This is an optimization exercise on Yosys and OpenROAD, whose aim is small area, not a production implementation. Only simulation tests tie the RTL to the original design; equivalence was not proved. Power is estimated from default activity; no workload was simulated.

## job 105
// rx_mac_top
module rx_mac_top (
	input  wire                clk,
	input  wire                reset_,
	input  wire  [1:0]         speed,        
	input  wire                init_done,
	input  wire  [287:0]       rx_in,        
	output logic [287:0]       rx_out,       
	output logic               x_we,
	output logic               x_bcnt_we,
	output logic [31:0]        x_byte_cnt,   
	output logic               linkup
);
export LEC_CHECK = 0
export CAP_MARGIN = 0
export CORE_MARGIN = 2
export CORE_UTILIZATION = 40
export GPL_TIMING_DRIVEN = 0
export PLACE_DENSITY = 0.6
export SLEW_MARGIN = 0
create_clock -name core_clock -period 4.0 [get_ports {clk}]
standard.sh (not shown) runs the stock make flow with config.mk's settings and CLKGATE_MAP_FILE= SYNTH_SCRIPT=/design/flow/synth_recipe.tcl, a recipe that flattens the netlist after the stock synthesis.
==> flow/flow/run.sh <==
#!/bin/bash
# layout flow: the standard flow with three changes
#  - synthesis maps the logic between the registers with an area-oriented ABC
#    script (flow/area.abc); the registers are mapped as in the standard flow
#  - the port buffers, and the buffers synthesis puts on constant outputs,
#    are the smallest buffer
#  - the clock tree uses larger sink clusters and no dummy loads
set -e
W=$PWD
{
	cat <<'EOT'
proc abc {args} {
  set i [lsearch -exact $args -script]
  if { $i >= 0 } {
    set args [lreplace $args [expr {$i + 1}] [expr {$i + 1}] $::env(MY_ABC_SCRIPT)]
  }
  yosys abc {*}$args
}
EOT
	cat synth_recipe.tcl
} > my_synth.tcl
sed -e "s#SYNTH_SCRIPT=[^ ]*#SYNTH_SCRIPT=$W/my_synth.tcl 'MIN_BUF_CELL_AND_PORTS=sky130_fd_sc_hd__buf_1 A X'#" standard.sh > my_standard.sh
export MY_ABC_SCRIPT=$W/flow/area.abc
export BUFFER_PORTS_ARGS="-buffer_cell sky130_fd_sc_hd__buf_1"
export CTS_ARGS="-sink_clustering_enable -repair_clock_nets -sink_clustering_size 16 -sink_clustering_max_diameter 100 -buf_list {sky130_fd_sc_hd__clkbuf_4 sky130_fd_sc_hd__clkbuf_8} -dont_use_dummy_load"
bash my_standard.sh > standard.log 2>&1
==> flow/flow/area.abc <==
strash
&get -n
&st
&syn2
&dch -f
&nf -a -R 30
&st
&syn2
&dch -f
&nf -a -R 30
&put
topo
dnsize -c
The flow did not stop early for job 105: all stages ran, and the layout cleared the timing, design-rule and antenna checks.
## Diff of input files: job 103 against job 105
- swapping 0.6 for 0.45 in PLACE_DENSITY
[summary]
The share of cell area taken by flip-flops and latches on job 105 is in line with that on job 103.
~same non-clock buffer count in job 103 and job 105
Summary — signed area change from the synthesized netlist to the final layout, job 103 relative to job 105: lower, by 0.22 points.
| total of cells resized after clock tree synthesis | lower: job 103 |
Summary of the comparison: logic depth of the worst path, buffers included is lower in job 103, relative to job 105.
Design internal power: job 105 vs job 103, no meaningful difference

========
Setup of try-tundra:
rx_mac_top again, from the RTL that the note above started with.
// rx_mac_top
module rx_mac_top (
	input  wire                clk,
	input  wire                reset_,
	input  wire  [1:0]         speed,        
	input  wire                init_done,
	input  wire  [287:0]       rx_in,        
	output logic [287:0]       rx_out,       
	output logic               x_we,
	output logic               x_bcnt_we,
	output logic [31:0]        x_byte_cnt,   
	output logic               linkup
);
clock: 4.0 ns
lec_check: 0
cap_margin: 0
core_margin: 2
core_utilization: 40
gpl_timing_driven: 0
place_density: 0.6
slew_margin: 0
==> flow/flow/run.sh <==
#!/bin/bash
# layout flow: the standard flow with three changes
#  - synthesis maps the logic between the registers with an area-oriented ABC
#    script (flow/area.abc); the registers are mapped as in the standard flow
#  - the port buffers, and the buffers synthesis puts on constant outputs,
#    are the smallest buffer
#  - the clock tree uses larger sink clusters and no dummy loads
set -e
W=$PWD
{
	cat <<'EOT'
proc abc {args} {
  set i [lsearch -exact $args -script]
  if { $i >= 0 } {
    set args [lreplace $args [expr {$i + 1}] [expr {$i + 1}] $::env(MY_ABC_SCRIPT)]
  }
  yosys abc {*}$args
}
EOT
	cat synth_recipe.tcl
} > my_synth.tcl
sed -e "s#SYNTH_SCRIPT=[^ ]*#SYNTH_SCRIPT=$W/my_synth.tcl 'MIN_BUF_CELL_AND_PORTS=sky130_fd_sc_hd__buf_1 A X'#" standard.sh > my_standard.sh
export MY_ABC_SCRIPT=$W/flow/area.abc
export BUFFER_PORTS_ARGS="-buffer_cell sky130_fd_sc_hd__buf_1"
export CTS_ARGS="-sink_clustering_enable -repair_clock_nets -sink_clustering_size 20 -sink_clustering_max_diameter 60 -buf_list {sky130_fd_sc_hd__clkbuf_4 sky130_fd_sc_hd__clkbuf_8} -dont_use_dummy_load"
bash my_standard.sh > standard.log 2>&1
Scripts as last shown in full above: flow/flow/area.abc
Per the final summary, try-tundra finished and its layout is clean on timing, DRC and antenna.
diff inputs: try-tundra => try-indigo
--- a/flow/flow/run.sh
+++ b/flow/flow/run.sh
@@ -7,0 +8 @@
+#  - one tie cell drives all the constant outputs' buffers
@@ -22 +23 @@
-sed -e "s#SYNTH_SCRIPT=[^ ]*#SYNTH_SCRIPT=$W/my_synth.tcl 'MIN_BUF_CELL_AND_PORTS=sky130_fd_sc_hd__buf_1 A X'#" standard.sh > my_standard.sh
+sed -e "s#SYNTH_SCRIPT=[^ ]*#SYNTH_SCRIPT=$W/my_synth.tcl 'MIN_BUF_CELL_AND_PORTS=sky130_fd_sc_hd__buf_1 A X' SKIP_REPAIR_TIE_FANOUT=1#" standard.sh > my_standard.sh
@@ -25 +26 @@
-export CTS_ARGS="-sink_clustering_enable -repair_clock_nets -sink_clustering_size 20 -sink_clustering_max_diameter 60 -buf_list {sky130_fd_sc_hd__clkbuf_4 sky130_fd_sc_hd__clkbuf_8} -dont_use_dummy_load"
+export CTS_ARGS="-sink_clustering_enable -repair_clock_nets -sink_clustering_size 16 -sink_clustering_max_diameter 100 -buf_list {sky130_fd_sc_hd__clkbuf_4 sky130_fd_sc_hd__clkbuf_8} -dont_use_dummy_load"
==> summary.txt <==
Count of multi-input combinational gates went down slightly going from try-tundra to try-indigo. rx_in[70] as the launching element of the worst setup path was reported by try-indigo, and rx_in[65] by try-tundra. Comparing first-pass GRT wire length for try-tundra and try-indigo, the smaller number came from try-tundra. A slowest cell on the critical path of or4_1 is what try-indigo shows, while or3_1 belongs to try-tundra. try-indigo against try-tundra: final cell area excluding filler cells shows a reduction of 0.72%, hold slack shows an increase of 0.060 ns. Compared with try-tundra, in try-indigo floorplan core area held, total power went down about 0.7%, half-perimeter wire length after detailed placement went up 680 um, post-synthesis instance area held.
Edits applied to the flow inputs when going from try-indigo to try-amber:
--- a/flow/flow/run.sh
+++ b/flow/flow/run.sh
@@ -2 +2 @@
-# layout flow: the standard flow with three changes
+# layout flow: the standard flow with these changes
### Flow results
try-amber and try-indigo ended up with roughly the same final design area excluding fillers. As far as wire length of the first global-routing pass is concerned, try-indigo and try-amber perform about the same. Comparing try-indigo against try-amber, there is no change at all in maximum frequency from static timing analysis. Summary of try-amber over try-indigo: total power after layout held steady; remaining global-route overflow neither gained nor lost much. Average wire length per cell after detail routing essentially unchanged between try-indigo and try-amber. As far as signed area change from the synthesized netlist to the final layout goes, try-indigo and try-amber are indistinguishable; the numbers are identical.
> inputs changed (try-amber -> try-ember)
--- a/flow/flow/run.sh
+++ b/flow/flow/run.sh
@@ -2 +2 @@
-# layout flow: the standard flow with these changes
+# layout flow: the standard flow with three changes
@@ -8 +7,0 @@
-#  - one tie cell drives all the constant outputs' buffers
@@ -23 +22 @@
-sed -e "s#SYNTH_SCRIPT=[^ ]*#SYNTH_SCRIPT=$W/my_synth.tcl 'MIN_BUF_CELL_AND_PORTS=sky130_fd_sc_hd__buf_1 A X' SKIP_REPAIR_TIE_FANOUT=1#" standard.sh > my_standard.sh
+sed -e "s#SYNTH_SCRIPT=[^ ]*#SYNTH_SCRIPT=$W/my_synth.tcl 'MIN_BUF_CELL_AND_PORTS=sky130_fd_sc_hd__buf_1 A X'#" standard.sh > my_standard.sh
@@ -26 +25 @@
-export CTS_ARGS="-sink_clustering_enable -repair_clock_nets -sink_clustering_size 16 -sink_clustering_max_diameter 100 -buf_list {sky130_fd_sc_hd__clkbuf_4 sky130_fd_sc_hd__clkbuf_8} -dont_use_dummy_load"
+export CTS_ARGS="-sink_clustering_enable -repair_clock_nets -sink_clustering_size 30 -sink_clustering_max_diameter 120 -buf_list {sky130_fd_sc_hd__clkbuf_16} -dont_use_dummy_load"
[summary]
Where clock power is concerned, try-amber is better than try-ember. Compared with try-amber, try-ember shows a lower sequential share of layout area. In try-ember the final critical delay including setup and external delays turned out 0.054 ns lower than in try-amber. Summary of try-ember over try-amber: y dimension of the die held steady, detailed-routed wire length on met3 went down by about 9%. Taking try-amber as the reference point, the detail-routed via count per cell of try-ember falls by about 3.3%. Every stage of the flow completed for try-ember, and the final layout passed the timing, design-rule and antenna checks. Per the comparison of try-ember with try-amber, fraction of the cycle the final worst path needs now sits lower; logic depth of the worst setup path including buffers went up by 4; number of core rows saw little to no change. try-ember vs try-amber: wire length down by a few percent. In try-ember, the non-clock buffer count came out 2 above the value in try-amber.
Relative to try-ember, the following input files were edited for try-juniper:
--- a/flow/flow/run.sh
+++ b/flow/flow/run.sh
@@ -25 +25 @@
-export CTS_ARGS="-sink_clustering_enable -repair_clock_nets -sink_clustering_size 30 -sink_clustering_max_diameter 120 -buf_list {sky130_fd_sc_hd__clkbuf_16} -dont_use_dummy_load"
+export CTS_ARGS="-sink_clustering_enable -repair_clock_nets -sink_clustering_size 24 -sink_clustering_max_diameter 100 -buf_list {sky130_fd_sc_hd__clkbuf_8 sky130_fd_sc_hd__clkbuf_16} -dont_use_dummy_load"
==> comparison <==
Diff try-ember and try-juniper: clock-pin transition on the worst setup and hold timing paths lower in try-juniper. try-ember → try-juniper: peak ir drop on the vdd network fell by about 2.5%, cell count stayed essentially flat, power rose by about 1.9%, part of the power in the clock network rose by 1.4 points, final period utilization rose by 0.27 points.

port drivers added, routing unchanged:
The flow's constraints put no driver on any port. The routed layouts listed below were extracted and timed again, unchanged, in two steps.
Step 1 (the two cells are an assumption about what drives the block):
set clk [get_ports {clk}]
set_driving_cell -lib_cell sky130_fd_sc_hd__clkbuf_16 $clk
set_driving_cell -lib_cell sky130_fd_sc_hd__buf_2 [delete_from_list [all_inputs] $clk]
Step 2 moves the port delays by t, midway between the first and last clock arrival at a register: inputs arrive t later, outputs are due t later. That takes back most of the time a late clock gives input paths.
a / b / c = ideal ports / drivers / drivers and shift; a / b = the first two.
| run | shift t [ns] | setup slack, ns | hold slack, ns | worst data-port slew with drivers (ns) | pins driven straight from the clock port |
|---|---|---|---|---|---|
| job 105 | 0.597 | 0.311 / 0.313 / -0.284 | 0.407 / 0.392 / 0.439 | 0.11 | 1 |
| job 103 | 0.603 | 0.270 / 0.259 / -0.344 | 0.400 / 0.380 / 0.446 | 0.11 | 1 |
| try-tundra | 0.621 | 0.353 / 0.336 / -0.285 | 0.366 / 0.342 / 0.393 | 0.11 | 1 |
| try-indigo | 0.580 | 0.294 / 0.286 / -0.294 | 0.426 / 0.409 / 0.442 | 0.12 | 1 |
| try-amber | 0.580 | 0.294 / 0.286 / -0.294 | 0.426 / 0.409 / 0.442 | 0.12 | 1 |
| try-ember | 0.554 | 0.348 / 0.374 / -0.180 | 0.442 / 0.442 / 0.442 | 0.11 | 1 |
| try-juniper | 0.552 | 0.337 / 0.346 / -0.206 | 0.438 / 0.438 / 0.438 | 0.11 | 1 |
With both steps, setup timing fails in every run listed, where it was met with ideal ports. For try-tundra, which loses most, drivers alone change the setup slack by -0.017 ns; drivers and shift together by -0.638 ns.
